Context: an optimization exercise on an open-source flow, tuned for small area and a short achievable clock period. The choices shown serve that exercise and are no tape-out recipe. The RTL was checked by simulation tests, not by an equivalence proof against the original design. Power and IR drop assume default switching activity.

==> flow/design.v (excerpt) <==
module iob_plic2
#(
  parameter int unsigned ADDR_W            = 16,
  parameter int unsigned DATA_W            = 32,
  parameter int unsigned SOURCES           = 64,
  parameter int unsigned TARGETS           = 4,
  parameter int unsigned PRIORITIES        = 8,
  parameter int unsigned MAX_PENDING_COUNT = 8
) (
  input  logic                clk,
  input  logic                rst,
  input  logic                valid,
  input  logic [ADDR_W-1:0]   address,
  input  logic [DATA_W-1:0]   wdata,
  input  logic [DATA_W/8-1:0] wstrb,
  output logic [DATA_W-1:0]   rdata,
  output logic                ready,
  input  logic [SOURCES-1:0]  src,
  output logic [TARGETS-1:0]  irq
);
Size in the first run: about 5,900 cells after synthesis, roughly 970 flip-flops, ~0.054 sq mm of cells after synthesis.
export LEC_CHECK = 0
export CAP_MARGIN = 20
export CORE_MARGIN = 2
export CORE_UTILIZATION = 40
export SLEW_MARGIN = 20
create_clock -name core_clock -period 120.0 [get_ports {clk}]
standard.sh (not shown) runs the stock make flow with config.mk's settings and CLKGATE_MAP_FILE= SYNTH_SCRIPT=/design/flow/synth_recipe.tcl, a recipe that flattens the netlist after the stock synthesis.
==> flow/flow/run.sh <==
#!/bin/bash
# Own layout flow: the standard flow (standard.sh) with
#  - synthesis mapped by ABC with an area-oriented script (flow/synth.tcl),
#  - small port buffers (buf_2) instead of delay cells,
#  - CTS without dummy loads, with clkbuf_8 buffers and sink clusters of 12,
#  - timing repair run with a setup margin, so that the slowest gates on
#    the paths from the inputs get sized up (the 120 ns clock leaves them
#    ~90 ns of slack, so the standard repair never touches them).
# Each tool's output goes to the ORFS logs under orfs/logs; make's own
# output goes to flow_make.log here.
set -euo pipefail
W=$PWD
export OWN_ABC_SCRIPT=$W/flow/abc.script
bash standard.sh \
  SYNTH_SCRIPT=$W/flow/synth.tcl \
  ABC_AREA=1 \
  "BUFFER_PORTS_ARGS=-buffer_cell sky130_fd_sc_hd__buf_2" \
  "CTS_ARGS=-sink_clustering_enable -repair_clock_nets -dont_use_dummy_load -buf_list sky130_fd_sc_hd__clkbuf_8 -sink_clustering_size 12 -sink_clustering_max_diameter 60" \
  SETUP_SLACK_MARGIN=93.3 SLEW_MARGIN=20 CAP_MARGIN=20 \
  finish > $W/flow_make.log 2>&1
==> flow/flow/abc.script <==
strash
&get -n
&st
&dch -f
&nf -R 1000
&put
topo
stime -c
==> flow/flow/synth.tcl <==
# synth_recipe.tcl with one change: the final technology mapping runs ABC with
# flow/abc.script (area-oriented &nf mapping) instead of ORFS's script. The
# flip-flops are mapped before ABC runs, so they are the standard synthesis's.
proc synth {args} { yosys synth -nofsm -noshare {*}$args }
proc abc {args} {
  set i [lsearch -exact $args -script]
  if { $i >= 0 } {
    set args [lreplace $args [expr { $i + 1 }] [expr { $i + 1 }] $::env(OWN_ABC_SCRIPT)]
  }
  yosys abc {*}$args
}
source $::env(SCRIPTS_DIR)/synth.tcl
# left out here: clear keep_hierarchy, flatten, clean up, hide names made inside functions, write 1_2_yosys.v
Rerun with:
--- a/flow/flow/run.sh
+++ b/flow/flow/run.sh
@@ -18,3 +18,3 @@
   "CTS_ARGS=-sink_clustering_enable -repair_clock_nets -dont_use_dummy_load -buf_list sky130_fd_sc_hd__clkbuf_8 -sink_clustering_size 12 -sink_clustering_max_diameter 60" \
-  SETUP_SLACK_MARGIN=93.3 SLEW_MARGIN=20 CAP_MARGIN=20 \
+  SETUP_SLACK_MARGIN=94.2 SLEW_MARGIN=20 CAP_MARGIN=20 \
   finish > $W/flow_make.log 2>&1
Effect: The changed run completed with no timing, DRC or antenna violations. Clock skew rises by 0.013 ns. Global-route usage increases by 6.9 points. Core utilization is higher by 6.6 points. Total power came out higher by 5.5%. Count of clock-buffer cells in the layout climbs by 9. Worst setup slack gains 0.52 ns. Cell area climbs by 15%. Register-to-register slack is worse by 0.28 ns. Via count grows by 4.6%. Critical path depth grows by 3. Routed wire length increases by 17%.
Rerun with:
--- a/flow/flow/run.sh
+++ b/flow/flow/run.sh
@@ -18,3 +18,3 @@
   "CTS_ARGS=-sink_clustering_enable -repair_clock_nets -dont_use_dummy_load -buf_list sky130_fd_sc_hd__clkbuf_8 -sink_clustering_size 12 -sink_clustering_max_diameter 60" \
-  SETUP_SLACK_MARGIN=94.2 SLEW_MARGIN=20 CAP_MARGIN=20 \
+  SETUP_SLACK_MARGIN=93.9 SLEW_MARGIN=20 CAP_MARGIN=20 \
   finish > $W/flow_make.log 2>&1
What happened: Design area fell by 6.9%; setup slack improves by 0.021 ns; total power fell by 1.8%.
Rerun with:
--- a/flow/flow/run.sh
+++ b/flow/flow/run.sh
@@ -18,3 +18,3 @@
   "CTS_ARGS=-sink_clustering_enable -repair_clock_nets -dont_use_dummy_load -buf_list sky130_fd_sc_hd__clkbuf_8 -sink_clustering_size 12 -sink_clustering_max_diameter 60" \
-  SETUP_SLACK_MARGIN=93.9 SLEW_MARGIN=20 CAP_MARGIN=20 \
+  SETUP_SLACK_MARGIN=93.6 SLEW_MARGIN=20 CAP_MARGIN=20 \
   finish > $W/flow_make.log 2>&1
=> Worst setup slack gets worse by 0.023 ns. Routed wire length drops by 11%. Worst hold slack gets worse by 0.0030 ns. Synthesized area is unchanged. Final area drops by 5.7%. Final cell count drops by 1.7%. Die area does not change. Fmax is about the same.

==> re-timing with driven ports <==
The flow's constraints put no driver on any port. The routed layouts listed below were extracted and timed again, unchanged, in two steps. Step 1, drivers: a clkbuf_16 drives clk and a buf_2 each remaining input, both assumed. Step 2 adds t to the input delays and takes it off the output delays; t is the mean of the earliest and latest rising clock arrival at the registers after step 1. Input paths then give back, and output paths get back, about the clock's delay inside the block. Three values: ideal, step 1, step 2; two values: the first two.
run	t (ns)	setup WS [ns]	clock arrival spread, ns	slew at the worst register clock pin (ns)
the first run	0.922	93.089 / 93.142 / 92.220	0.103 / 0.104	0.09 / 0.09
the second run	0.932	93.605 / 93.632 / 92.700	0.108 / 0.108	0.09 / 0.09
the third run	0.909	93.626 / 93.636 / 92.777	0.139 / 0.140	0.09 / 0.09
the fourth run	0.898	93.603 / 93.648 / 92.750	0.120 / 0.120	0.09 / 0.09
After both steps every run listed still meets setup and hold. For the second run, which loses most, drivers alone change the setup slack by +0.027 ns; drivers and shift together by -0.905 ns.
